Source: an optimization exercise on an open RTL-to-GDS flow (aim: small area). Production flows keep margins and buffers that such runs may drop.
Only simulation tests tie the RTL to the original design; equivalence was not proved.

==> flow/config.mk <==
export PLATFORM = sky130hd
export DESIGN_NAME = xmodem_checksum_receiver
export DESIGN_NICKNAME = xmodem_checksum_receiver
export VERILOG_FILES = /design/flow/design.v
export SDC_FILE = /design/flow/constraint.sdc
export NUM_CORES = 4
export LEC_CHECK = 0
export CAP_MARGIN = 20
export CORE_MARGIN = 2
export CORE_UTILIZATION = 40
export SLEW_MARGIN = 20
==> flow/constraint.sdc <==
create_clock -name core_clock -period 7.0 [get_ports {clock}]
set_input_delay 1.4000 -clock core_clock [delete_from_list [all_inputs] [get_ports {clock}]]
set_output_delay 1.4000 -clock core_clock [all_outputs]
set_load 0.01 [all_outputs]
==> flow/design.v <==
package xcr_pkg;
   localparam int unsigned ADDR_BITS     = 20;
   localparam int unsigned PAYLOAD_BYTES = 128;
   localparam int unsigned HEADER_BYTES  = 2;
   localparam logic [7:0]  CHECKSUM_POS  = 8'(HEADER_BYTES + PAYLOAD_BYTES);
   localparam logic [1:0] OP_START = 2'd0;
   localparam logic [1:0] OP_BYTE  = 2'd1;
   localparam logic [1:0] OP_TICK  = 2'd2;
   localparam logic [1:0] OP_WRITE = 2'd3;
   localparam logic [7:0] CH_SOH = 8'h01;
   localparam logic [7:0] CH_EOT = 8'h04;
   localparam logic [7:0] CH_ACK = 8'h06;
   localparam logic [7:0] CH_NAK = 8'h15;
   localparam logic [7:0] CH_CAN = 8'h18;
   localparam logic [1:0] ST_OK        = 2'd0;
   localparam logic [1:0] ST_TIMEOUT   = 2'd1;
   localparam logic [1:0] ST_COMMS     = 2'd2;
   localparam logic [1:0] ST_PROG_FAIL = 2'd3;
   localparam logic [1:0] REG_BASE_ADDRESS  = 2'd0;
   localparam logic [1:0] REG_RETRY_LIMIT   = 2'd1;
   localparam logic [1:0] REG_PREAMBLE_WAIT = 2'd2;
   localparam logic [1:0] REG_BYTE_WAIT     = 2'd3;
   localparam int unsigned QUEUE_DEPTH = 4;
   localparam int unsigned QPTR_BITS   = $clog2(QUEUE_DEPTH);
   localparam int unsigned QCNT_BITS   = $clog2(QUEUE_DEPTH + 1);
   typedef enum logic [4:0] {
      MODE_IDLE  = 5'b00001,
      MODE_WAIT  = 5'b00010,
      MODE_BLOCK = 5'b00100,
      MODE_WRITE = 5'b01000,
      MODE_DONE  = 5'b10000
   } mode_type;
   typedef struct packed {
      logic [7:0]  retry_limit;
      logic [15:0] preamble_wait_ticks;
      logic [15:0] byte_wait_ticks;
   } cfg_type;
   typedef struct packed {
      logic                 tx_valid;
      logic [7:0]           tx_byte;
      logic                 data_valid;
      logic [7:0]           data_byte;
      logic [6:0]           data_index;
      logic                 commit;
      logic [ADDR_BITS-1:0] commit_address;
      logic                 done_res;
      logic [1:0]           status;
      logic                 last;
   } rsp_type;
   localparam int unsigned RSP_BITS = 1 + 8 + 1 + 8 + 7 + 1 + ADDR_BITS + 1 + 2 + 1;
   typedef struct packed {
      rsp_type    res0;
      rsp_type    res1;
      logic [1:0] count;
   } step_out_type;
endpackage
import xcr_pkg::*;
module xcr_align
#(
   parameter int unsigned FLASH_BLOCK_BYTES = 1024
) (
   input  logic                 clock,
   input  logic                 reset,
   input  logic                 load,
   input  logic [ADDR_BITS-1:0] load_value,
   output logic                 busy,
   output logic [ADDR_BITS-1:0] aligned
);
   localparam int unsigned     SHIFT      = ADDR_BITS + $clog2(FLASH_BLOCK_BYTES);
   localparam int unsigned     PW         = 2 * ADDR_BITS + 1;
   localparam longint unsigned RECIP_WIDE =
      ((64'd1 << SHIFT) + 64'(FLASH_BLOCK_BYTES) - 64'd1) / 64'(FLASH_BLOCK_BYTES);
   localparam logic [ADDR_BITS:0]   RECIP   = (ADDR_BITS+1)'(RECIP_WIDE);
   localparam logic [ADDR_BITS-1:0] DIVISOR = ADDR_BITS'(FLASH_BLOCK_BYTES);
   logic                 pending_ff;
   logic [ADDR_BITS-1:0] quot_ff;
   logic [ADDR_BITS-1:0] aligned_ff;
   logic [PW-1:0]        product;
   logic [ADDR_BITS-1:0] quot_in;
   always_comb begin
      product = PW'(load_value) * PW'(RECIP);
      quot_in = ADDR_BITS'(product >> SHIFT);
   end
   always_ff @(posedge clock) begin
      if (reset) begin
         pending_ff <= 1'b0;
         aligned_ff <= '0;
      end else if (load) begin
         pending_ff <= 1'b1;
         quot_ff    <= quot_in;
      end else if (pending_ff) begin
         pending_ff <= 1'b0;
         aligned_ff <= quot_ff * DIVISOR;
      end
   end
   assign busy    = pending_ff;
   assign aligned = aligned_ff;
endmodule
import xcr_pkg::*;
module xcr_outq
(
   input  logic         clock,
   input  logic         reset,
   input  xcr_pkg::step_out_type step_out,
   output logic         space_ok,
   output logic         out_valid,
   input  logic         out_ready,
   output xcr_pkg::rsp_type      out_word
);
   logic [RSP_BITS-1:0]  mem_ff [QUEUE_DEPTH];
   logic [QPTR_BITS-1:0] wr_ptr_ff, wr_ptr_in;
   logic [QPTR_BITS-1:0] rd_ptr_ff, rd_ptr_in;
   logic [QCNT_BITS-1:0] cnt_ff,    cnt_in;
   logic                 pop;
   assign pop       = out_valid && out_ready;
   assign out_valid = (cnt_ff != '0);
   assign out_word  = mem_ff[rd_ptr_ff];
   assign space_ok  = (cnt_ff <= QCNT_BITS'(QUEUE_DEPTH - 2));
   always_comb begin
      wr_ptr_in = wr_ptr_ff + QPTR_BITS'(step_out.count);
      rd_ptr_in = rd_ptr_ff + QPTR_BITS'(pop);
      cnt_in    = cnt_ff + QCNT_BITS'(step_out.count) - QCNT_BITS'(pop);
   end
   always_ff @(posedge clock) begin
      if (step_out.count != 2'd0) begin
         mem_ff[wr_ptr_ff] <= step_out.res0;
      end
      if (step_out.count == 2'd2) begin
         mem_ff[wr_ptr_ff + QPTR_BITS'(1)] <= step_out.res1;
      end
   end
   always_ff @(posedge clock) begin
      if (reset) begin
         wr_ptr_ff <= '0;
         rd_ptr_ff <= '0;
         cnt_ff    <= '0;
      end else begin
         wr_ptr_ff <= wr_ptr_in;
         rd_ptr_ff <= rd_ptr_in;
         cnt_ff    <= cnt_in;
      end
   end
endmodule
import xcr_pkg::*;
module xcr_ctrl
(
   input  logic                 clock,
   input  logic                 reset,
   input  logic                 fire,
   input  logic [1:0]           opcode,
   input  logic [7:0]           rx_byte,
   input  logic                 write_ok,
   input  xcr_pkg::cfg_type              cfg,
   input  logic [ADDR_BITS-1:0] base_aligned,
   output xcr_pkg::step_out_type         step_out
);
   xcr_pkg::mode_type             mode_ff,        mode_in;
   logic [7:0]           retries_ff,     retries_in;
   logic [15:0]          tick_ff,        tick_in;
   logic [7:0]           byte_pos_ff,    byte_pos_in;
   logic [7:0]           next_block_ff,  next_block_in;
   logic [7:0]           got_block_ff,   got_block_in;
   logic [7:0]           got_inv_ff,     got_inv_in;
   logic [7:0]           sum_ff,         sum_in;
   logic [ADDR_BITS-1:0] waddr_ff,       waddr_in;
   logic                 first_wait_ff,  first_wait_in;
   xcr_pkg::rsp_type     res0, res1;
   logic [1:0]  count;
   logic [16:0] tick_inc;
   logic [7:0]  retries_dec;
   logic        block_ok;
   always_comb begin
      mode_in       = mode_ff;
      retries_in    = retries_ff;
      tick_in       = tick_ff;
      byte_pos_in   = byte_pos_ff;
      next_block_in = next_block_ff;
      got_block_in  = got_block_ff;
      got_inv_in    = got_inv_ff;
      sum_in        = sum_ff;
      waddr_in      = waddr_ff;
      first_wait_in = first_wait_ff;
      res0          = '0;
      res1          = '0;
      count         = 2'd0;
      tick_inc    = {1'b0, tick_ff} + 17'd1;
      retries_dec = (retries_ff != 8'd0) ? retries_ff - 8'd1 : 8'd0;
      block_ok    = (got_block_ff == next_block_ff) && (got_inv_ff == ~got_block_ff)
                    && (rx_byte == sum_ff);
      if (fire) begin
         unique case (opcode)
            OP_START: begin
               waddr_in      = base_aligned;
               next_block_in = 8'd1;
               first_wait_in = 1'b1;
               byte_pos_in   = 8'd0;
               sum_in        = 8'd0;
               got_block_in  = 8'd0;
               got_inv_in    = 8'd0;
               tick_in       = 16'd0;
               retries_in    = cfg.retry_limit;
               count         = 2'd1;
               if (cfg.retry_limit == 8'd0) begin
                  mode_in = MODE_DONE;
                  res0          = '0;
                  res0.done_res = 1'b1;
                  res0.status   = ST_TIMEOUT;
               end else begin
                  mode_in = MODE_WAIT;
                  res0          = '0;
                  res0.tx_valid = 1'b1;
                  res0.tx_byte  = CH_NAK;
               end
            end
            OP_BYTE: begin
               if (mode_ff == MODE_WAIT) begin
                  first_wait_in = 1'b0;
                  if (rx_byte == CH_SOH) begin
                     mode_in     = MODE_BLOCK;
                     byte_pos_in = 8'd0;
                     sum_in      = 8'd0;
                     tick_in     = 16'd0;
                  end else if (rx_byte == CH_EOT) begin
                     mode_in = MODE_DONE;
                     res0          = '0;
                     res0.tx_valid = 1'b1;
                     res0.tx_byte  = CH_ACK;
                     res1          = '0;
                     res1.done_res = 1'b1;
                     res1.status   = ST_OK;
                     count   = 2'd2;
                  end else begin
                     mode_in = MODE_DONE;
                     res0          = '0;
                     res0.done_res = 1'b1;
                     res0.status   = ST_COMMS;
                     count   = 2'd1;
                  end
               end else if (mode_ff == MODE_BLOCK) begin
                  tick_in = 16'd0;
                  if (byte_pos_ff == 8'd0) begin
                     got_block_in = rx_byte;
                     byte_pos_in  = byte_pos_ff + 8'd1;
                  end else if (byte_pos_ff == 8'd1) begin
                     got_inv_in  = rx_byte;
                     byte_pos_in = byte_pos_ff + 8'd1;
                  end else if (byte_pos_ff < CHECKSUM_POS) begin
                     res0.data_valid = 1'b1;
                     res0.data_byte  = rx_byte;
                     res0.data_index = 7'(byte_pos_ff - 8'(HEADER_BYTES));
                     count           = 2'd1;
                     sum_in          = sum_ff + rx_byte;
                     byte_pos_in     = byte_pos_ff + 8'd1;
                  end else if (block_ok) begin
                     res0.commit         = 1'b1;
                     res0.commit_address = waddr_ff;
                     count               = 2'd1;
                     mode_in             = MODE_WRITE;
                  end else begin
                     res0          = '0;
                     res0.tx_valid = 1'b1;
                     res0.tx_byte  = CH_NAK;
                     retries_in = cfg.retry_limit;
                     tick_in    = 16'd0;
                     if (cfg.retry_limit == 8'd0) begin
                        mode_in = MODE_DONE;
                        res1          = '0;
                        res1.done_res = 1'b1;
                        res1.status   = ST_TIMEOUT;
                        count   = 2'd2;
                     end else begin
                        mode_in = MODE_WAIT;
                        count   = 2'd1;
                     end
                  end
               end
            end
            OP_TICK: begin
               if (mode_ff == MODE_WAIT) begin
                  if (tick_inc >= {1'b0, cfg.preamble_wait_ticks}) begin
                     tick_in    = 16'd0;
                     retries_in = retries_dec;
                     if (retries_dec == 8'd0) begin
                        mode_in = MODE_DONE;
                        res0          = '0;
                        res0.done_res = 1'b1;
                        res0.status   = ST_TIMEOUT;
                        count   = 2'd1;
                     end else if (first_wait_ff) begin
                        res0          = '0;
                        res0.tx_valid = 1'b1;
                        res0.tx_byte  = CH_NAK;
                        count = 2'd1;
                     end
                  end else begin
                     tick_in = tick_inc[15:0];
                  end
               end else if (mode_ff == MODE_BLOCK) begin
                  if (tick_inc >= {1'b0, cfg.byte_wait_ticks}) begin
                     res0          = '0;
                     res0.tx_valid = 1'b1;
                     res0.tx_byte  = CH_NAK;
                     retries_in = cfg.retry_limit;
                     tick_in    = 16'd0;
                     if (cfg.retry_limit == 8'd0) begin
                        mode_in = MODE_DONE;
                        res1          = '0;
                        res1.done_res = 1'b1;
                        res1.status   = ST_TIMEOUT;
                        count   = 2'd2;
                     end else begin
                        mode_in = MODE_WAIT;
                        count   = 2'd1;
                     end
                  end else begin
                     tick_in = tick_inc[15:0];
                  end
               end
            end
            OP_WRITE: begin
               if (mode_ff == MODE_WRITE) begin
                  if (write_ok) begin
                     waddr_in      = waddr_ff + ADDR_BITS'(PAYLOAD_BYTES);
                     next_block_in = next_block_ff + 8'd1;
                     res0          = '0;
                     res0.tx_valid = 1'b1;
                     res0.tx_byte  = CH_ACK;
                     retries_in    = cfg.retry_limit;
                     tick_in       = 16'd0;
                     if (cfg.retry_limit == 8'd0) begin
                        mode_in = MODE_DONE;
                        res1          = '0;
                        res1.done_res = 1'b1;
                        res1.status   = ST_TIMEOUT;
                        count   = 2'd2;
                     end else begin
                        mode_in = MODE_WAIT;
                        count   = 2'd1;
                     end
                  end else begin
                     mode_in       = MODE_DONE;
                     res0          = '0;
                     res0.tx_valid = 1'b1;
                     res0.tx_byte  = CH_NAK;
                     res1          = '0;
                     res1.tx_valid = 1'b1;
                     res1.tx_byte  = CH_CAN;
                     res1.done_res = 1'b1;
                     res1.status   = ST_PROG_FAIL;
                     count         = 2'd2;
                  end
               end
            end
         endcase
      end
      if (count == 2'd2) begin
         res1.last = 1'b1;
      end else if (count == 2'd1) begin
         res0.last = 1'b1;
      end
   end
   always_ff @(posedge clock) begin
      if (reset) begin
         mode_ff       <= MODE_IDLE;
         retries_ff    <= 8'd0;
         tick_ff       <= 16'd0;
         byte_pos_ff   <= 8'd0;
         next_block_ff <= 8'd1;
         got_block_ff  <= 8'd0;
         got_inv_ff    <= 8'd0;
         sum_ff        <= 8'd0;
         waddr_ff      <= '0;
         first_wait_ff <= 1'b1;
      end else begin
         mode_ff       <= mode_in;
         retries_ff    <= retries_in;
         tick_ff       <= tick_in;
         byte_pos_ff   <= byte_pos_in;
         next_block_ff <= next_block_in;
         got_block_ff  <= got_block_in;
         got_inv_ff    <= got_inv_in;
         sum_ff        <= sum_in;
         waddr_ff      <= waddr_in;
         first_wait_ff <= first_wait_in;
      end
   end
   assign step_out.res0  = res0;
   assign step_out.res1  = res1;
   assign step_out.count = count;
endmodule
import xcr_pkg::*;
module xmodem_checksum_receiver
#(
   parameter int unsigned FLASH_BLOCK_BYTES = 1024
) (
   input  logic        clock,
   input  logic        reset,
   input  logic        req_tvalid,
   output logic        req_tready,
   input  logic [15:0] req_tdata,    
   input  logic [1:0]  req_tuser,    
   output logic        rsp_tvalid,
   input  logic        rsp_tready,
   output logic [47:0] rsp_tdata,    
   output logic [3:0]  rsp_tuser,    
   output logic        rsp_tlast,
   input  logic        csr_psel,
   input  logic        csr_penable,
   input  logic        csr_pwrite,
   input  logic [3:0]  csr_paddr,
   input  logic [31:0] csr_pwdata,
   output logic [31:0] csr_prdata,
   output logic        csr_pready
);
   logic [ADDR_BITS-1:0] base_address_ff;
   logic [7:0]           retry_limit_ff;
   logic [15:0]          preamble_wait_ff;
   logic [15:0]          byte_wait_ff;
   logic                 csr_write;
   logic [1:0]           reg_index;
   logic                 base_load;
   logic                 align_busy;
   logic [ADDR_BITS-1:0] base_aligned;
   logic                 space_ok;
   logic                 req_fire;
   xcr_pkg::cfg_type              cfg;
   xcr_pkg::step_out_type         step_out;
   xcr_pkg::rsp_type              head;
   assign csr_pready = 1'b1;
   assign csr_write  = csr_psel && csr_penable && csr_pwrite;
   assign reg_index  = csr_paddr[3:2];
   assign base_load  = csr_write && (reg_index == REG_BASE_ADDRESS);
   always_ff @(posedge clock) begin
      if (reset) begin
         base_address_ff  <= '0;
         retry_limit_ff   <= 8'd10;
         preamble_wait_ff <= 16'd5000;
         byte_wait_ff     <= 16'd1000;
      end else if (csr_write) begin
         unique case (reg_index)
            REG_BASE_ADDRESS:  base_address_ff  <= csr_pwdata[ADDR_BITS-1:0];
            REG_RETRY_LIMIT:   retry_limit_ff   <= csr_pwdata[7:0];
            REG_PREAMBLE_WAIT: preamble_wait_ff <= csr_pwdata[15:0];
            REG_BYTE_WAIT:     byte_wait_ff     <= csr_pwdata[15:0];
         endcase
      end
   end
   always_comb begin
      unique case (reg_index)
         REG_BASE_ADDRESS:  csr_prdata = {{(32-ADDR_BITS){1'b0}}, base_address_ff};
         REG_RETRY_LIMIT:   csr_prdata = {24'd0, retry_limit_ff};
         REG_PREAMBLE_WAIT: csr_prdata = {16'd0, preamble_wait_ff};
         REG_BYTE_WAIT:     csr_prdata = {16'd0, byte_wait_ff};
      endcase
   end
   assign cfg.retry_limit         = retry_limit_ff;
   assign cfg.preamble_wait_ticks = preamble_wait_ff;
   assign cfg.byte_wait_ticks     = byte_wait_ff;
   xcr_align #(
      .FLASH_BLOCK_BYTES(FLASH_BLOCK_BYTES)
   ) u_align (
      .clock      (clock),
      .reset      (reset),
      .load       (base_load),
      .load_value (csr_pwdata[ADDR_BITS-1:0]),
      .busy       (align_busy),
      .aligned    (base_aligned)
   );
   assign req_tready = space_ok && !align_busy;
   assign req_fire   = req_tvalid && req_tready;
   xcr_ctrl u_ctrl (
      .clock        (clock),
      .reset        (reset),
      .fire         (req_fire),
      .opcode       (req_tuser),
      .rx_byte      (req_tdata[7:0]),
      .write_ok     (req_tdata[8]),
      .cfg          (cfg),
      .base_aligned (base_aligned),
      .step_out     (step_out)
   );
   xcr_outq u_outq (
      .clock     (clock),
      .reset     (reset),
      .step_out  (step_out),
      .space_ok  (space_ok),
      .out_valid (rsp_tvalid),
      .out_ready (rsp_tready),
      .out_word  (head)
   );
   assign rsp_tdata = {3'd0, head.status, head.commit_address, head.data_index,
                       head.data_byte, head.tx_byte};
   assign rsp_tuser = {head.done_res, head.commit, head.data_valid, head.tx_valid};
   assign rsp_tlast = head.last;
endmodule
==> flow/run.sh <==
#!/bin/bash
# synth_recipe.tcl (not shown) runs the flow's synth.tcl, then flattens the netlist and writes it again
# the make line also repeats each setting of config.mk as NAME=value (left out here)
make -C /OpenROAD-flow-scripts/flow DESIGN_CONFIG=/design/flow/config.mk WORK_HOME=/design/flow/orfs CLKGATE_MAP_FILE= SYNTH_SCRIPT=/design/flow/synth_recipe.tcl finish
==> results.json <==
{
  "synth.ff_latch_count": 335,
  "timing.final.hold_violations": 0,
  "p_per_area_nw_per_um2": 241,
  "internal_power_uw": 3430,
  "row_count": 74,
  "cp.required_ns": 7.39,
  "net-switching-power_uw": 1190,
  "fp.dieArea_um2": 43100,
  "cts_stage_hold_buffer_count": 0,
  "synthesis.area_um2": 16600,
  "max-cap-violations": 0,
  "grt_setup_unrepaired": "false",
  "track_usage_pct": 20.2,
  "worst_hold_path.num_cells": 2,
  "max_ir_drop_vdd_uv": 148,
  "io_buffers": 108,
  "fmax_ghz": 0.179,
  "worst-setup-path-type": "flip-flop to flip-flop",
  "endpoint_kind": "flip-flop",
  "post_cts.resized_instances": 0,
  "synthesis.area_per_instance_um2": 9.17,
  "r2r_slack_ns": 1.42,
  "cellLeakagePower_uw": 0.00735,
  "post_synth_xor_area_fraction_pct": 2.48,
  "cts_max_path_buffers": 3,
  "slew_of_the_pin_with_the_lowest_slew_margin_ns": 1.11,
  "clock_latency_ns": 0.55,
  "antenna_found_initial": 0,
  "place_hpwl_mm": 30.6,
  "timing.reg2reg.worst_path_depth": 18,
  "power.clock.fraction_pct": 43.4,
  "overflow": 0,
  "nets": 1980,
  "finalNonFillerCells": 2423,
  "start_kind": "flip-flop",
  "post_synth_edffs": 34,
  "synth_fa_ha_area_share_pct": 4.54,
  "gpl.final_weighted_congestion": 0.891,
  "initial_core_util_pct": 40.6,
  "min_period_over_period_pct": 79.7,
  "worst_slew_margin_rel_pct": 25.6,
  "routed_wl_mm": 44.2,
  "setup_viol": 0,
  "cts_buffers": 39,
  "tritoncts": "yes",
  "fin_skew_ns": 0.0245,
  "antennaDiodeCount": 0,
  "place.detailed.instances": 2350,
  "setup-tns-final_ns": 0,
  "placed_area_um2": 17900,
  "via_count": 13300,
  "route.detailed.drc": 0,
  "post-route-cell-area_um2": 19200,
  "post_synthesis_cell_type_count": 82,
  "slowest_delay_ns": 0.62,
  "grt_first_pass_wirelength_mm": 71.4,
  "synth.mux.area_fraction_pct": 10.2,
  "first_pass_iters": 5,
  "cpLargestDelayFamily": "simple AND/OR/NAND/NOR gates",
  "synth-compound-area-share_pct": 16.1,
  "core-area_um2": 40800,
  "cts.sink_count": 335,
  "cts.root.buffer_cell": "sky130_fd_sc_hd__clkbuf_16",
  "hold_path.class": "flip-flop to flip-flop",
  "h-tree-depth": 2,
  "via_count_of_the_first_global_routing_pass": 13100,
  "avgViaCountPerCell": 5.49,
  "power_uw": 4620,
  "cp_slowest_cell": "sky130_fd_sc_hd__nor4b_1",
  "synth_top_family_by_area": "simple AND/OR/NAND/NOR gates",
  "hold-worst-slack_ns": 0.447,
  "critical_path.reg2reg.startpoint": "u_ctrl.tick_ff[0]",
  "worstPathBufferInverterCount": 0,
  "timing_max_transition_violations_final": 0,
  "timing.critical_path.arrival_ns": 5.97,
  "post_dr_wirelength_cell_um": 18.2,
  "yosysWarnings": 4,
  "boundaryPins": 149,
  "cts_post_setup_buffers_inserted": 0,
  "postSynth.asyncResetShare_pct": 0,
  "timing.rr.end": "u_outq.cnt_ff[2]",
  "p_seq_share_pct": 44.1,
  "dr.first_iter.drc_count": 915,
  "worstHoldStart": "u_align.aligned_ff[18]",
  "floorplan.die.width_um": 208,
  "clkTransAtPathRegs_ns": 0.06,
  "ant_nets": 0,
  "fin_crit_ns": 5.58,
  "grt_max_degree": 69,
  "critical_path_peak_fanout": 6,
  "synth_simple_gate_area_share_pct": 18.5,
  "synth_flop_cell": "sky130_fd_sc_hd__dfxtp_1",
  "seq_area_frac_synth_pct": 42.5,
  "status": "no timing/DRC/antenna violations",
  "layout-drive-gt1-share_pct": 9.31,
  "hold_end": "u_align.aligned_ff[18]",
  "area_growth_pct": 15.8,
  "synthesis.instances": 1809,
  "swShare_pct": 25.7,
  "chipHeight_um": 208,
  "critical_path.cell_chain": "ha_1 > nand3_1 > nor2_1 > nand3_1 > nor2_1 > xor2_1 > ha_1 > nand4_1 > nor4_1 > a41o_1 > or3_1 > nor4b_1 > o31ai_1 > ha_1 > fa_1 > xnor2_1 > xnor2_1 > nor2_1",
  "share_comb_of_total_power_pct": 12.5,
  "layout.filler_cells": 3868
}
[cell families (layout without fill, tap and decap cells)]
kind of cell / Yosys count / count (layout)
simple gates: 673 / 673
compound gates: 388 / 388
flops: 335 / 335
buf+inv: 197 / 262
mux: 108 / 108
fa+ha+maj: 59 / 59
xor+xnor: 47 / 47
other cells: 2 / 19
[area by class of cell]
cell class	count	area [µm²]	area share [%]
Sequential cell	335	7050	36.7
Timing Repair Buffer	133	1280	6.68
Clock buffer	56	1160	6.05
Tap cell	532	666	3.47
Inverter	57	214	1.11
Clock inverter	16	126	0.658
Multi-Input combinational cell	1294	8690	45.3
[state kept, by name, indices dropped and copies added (netlist names), 5 cells and up]
signal	count
u_align.aligned_ff	10
u_ctrl.retries_ff	8
u_ctrl.waddr_ff	13
u_ctrl.mode_ff	5
retry_limit_ff	8
u_outq.mem_ff	164
u_align.quot_ff	10
u_ctrl.byte_pos_ff	8
byte_wait_ff	16
u_ctrl.got_inv_ff	8
u_ctrl.got_block_ff	8
u_ctrl.tick_ff	16
u_ctrl.next_block_ff	8
u_ctrl.sum_ff	8
base_address_ff	20
preamble_wait_ff	16
[cell usage in the layout, fill, tap and decap left out, types with 11 or more instances in the layout]
| cell type | instances |
|---|---|
| sky130_fd_sc_hd__edfxtp_1 | 34 |
| sky130_fd_sc_hd__o21ai_1 | 11 |
| sky130_fd_sc_hd__o211ai_1 | 17 |
| sky130_fd_sc_hd__o21ai_0 | 59 |
| sky130_fd_sc_hd__inv_1 | 56 |
| sky130_fd_sc_hd__a22oi_1 | 30 |
| sky130_fd_sc_hd__nand2_1 | 323 |
| sky130_fd_sc_hd__nor2b_1 | 13 |
| sky130_fd_sc_hd__nor3_1 | 21 |
| sky130_fd_sc_hd__a22o_1 | 64 |
| sky130_fd_sc_hd__conb_1 | 19 |
| sky130_fd_sc_hd__a21o_1 | 20 |
| sky130_fd_sc_hd__dfxtp_1 | 299 |
| sky130_fd_sc_hd__a21oi_1 | 107 |
| sky130_fd_sc_hd__and3_1 | 16 |
| sky130_fd_sc_hd__mux2i_1 | 56 |
| sky130_fd_sc_hd__a211oi_1 | 14 |
| sky130_fd_sc_hd__xnor2_1 | 22 |
| sky130_fd_sc_hd__clkbuf_16 | 40 |
| sky130_fd_sc_hd__buf_4 | 24 |
| sky130_fd_sc_hd__nand4_1 | 17 |
| sky130_fd_sc_hd__nor2_1 | 156 |
| sky130_fd_sc_hd__ha_1 | 57 |
| sky130_fd_sc_hd__mux4_2 | 49 |
| sky130_fd_sc_hd__nand3_1 | 33 |
| sky130_fd_sc_hd__and2_1 | 18 |
| sky130_fd_sc_hd__clkdlybuf4s50_1 | 107 |
| sky130_fd_sc_hd__xor2_1 | 25 |
[through the flow]
step / utilization [%] / worst slack [ns]
after floorplan: - / 2.45
after global placement: 43.8 / 1.20
after detailed placement: 43.8 / 1.09
after CTS: 47.0 / 1.30
after global routing: 47.0 / 0.964
final: 47.0 / 1.42
[metal layers]
| layer | routed length, µm | vias to the layer above | track usage [%] |
|---|---|---|---|
| li1 | - | 6483 | - |
| met1 | 20600 | 6421 | 28.2 |
| met2 | 20600 | 341 | 32.9 |
| met3 | 2070 | 63 | 2.98 |
| met4 | 859 | 0 | 5.07 |
| met5 | 0 | - | 0 |
[cell usage after synthesis (33+ instances only)]
library cell / instances / area [µm²]
sky130_fd_sc_hd__a21oi_1: 107 / 536
sky130_fd_sc_hd__a22o_1: 64 / 561
sky130_fd_sc_hd__clkbuf_1: 86 / 323
sky130_fd_sc_hd__dfxtp_1: 301 / 6030
sky130_fd_sc_hd__edfxtp_1: 34 / 1020
sky130_fd_sc_hd__ha_1: 57 / 713
sky130_fd_sc_hd__inv_1: 56 / 210
sky130_fd_sc_hd__mux2i_1: 56 / 561
sky130_fd_sc_hd__mux4_2: 49 / 1100
sky130_fd_sc_hd__nand2_1: 323 / 1210
sky130_fd_sc_hd__nand3_1: 33 / 165
sky130_fd_sc_hd__nor2_1: 156 / 586
sky130_fd_sc_hd__o21ai_0: 59 / 295
[power groups by stage]
stage | sequential (µW) | combinational [µW] | clock, µW
3_5_place_dp | 2080 | 580 | 0
4_1_cts | 2040 | 582 | 2050
3_3_place_gp | 2080 | 575 | 0
6_report | 2040 | 576 | 2010
2_1_floorplan | 2040 | 424 | 0
5_1_grt | 2050 | 628 | 2130
[worst max path at each step]
stage	from	endpoint	slack [ns]	cells past startpoint
floorplan	u_ctrl.tick_ff[0]	u_outq.cnt_ff[2]	2.45	19
global placement	req_tdata[6]	u_outq.mem_ff[3][36]	1.20	11
detailed placement	req_tdata[6]	u_outq.cnt_ff[2]	1.09	13
CTS	u_ctrl.tick_ff[0]	u_outq.cnt_ff[2]	1.30	19
global route	u_ctrl.tick_ff[0]	u_outq.cnt_ff[2]	0.96	18
finish	u_ctrl.tick_ff[0]	u_outq.cnt_ff[2]	1.42	18
[worst reg2reg max path, delay by kind of cell, from the launching register on]
kind | cells | cell delay [ns]
xor gates and xnor gates | 3 | 0.70
DFF | 1 | 0.45
AOI/OAI and AO/OA | 2 | 0.57
and+or+nand+nor | 9 | 2.41
adders and majority gates | 4 | 1.33

==> static timing again, ports no longer ideal <==
In the flow no input, the clock included, has a driving cell. The finished layout below was timed again as built, in two steps.
Step 1, drivers: a clkbuf_16 drives clock and a buf_2 each remaining input, both assumed.
Step 2 also shifts input and output timing later by t, the mid clock arrival at the registers, as if the neighbouring blocks saw the same clock.
a / b / c = ideal / step 1 / step 2; a / b = the first two.
t (ns): 0.593
setup WS [ns]: 1.424 / 1.424 / 1.137
hold WS [ns]: 0.447 / 0.447 / 0.447
worst setup path after step 2: input to register
slew at the worst register clock pin (ns): 0.06 / 0.06
After both steps this run still meets setup and hold. The setup slack of this run moves by 0.000 ns with the drivers and by -0.287 ns with both steps.
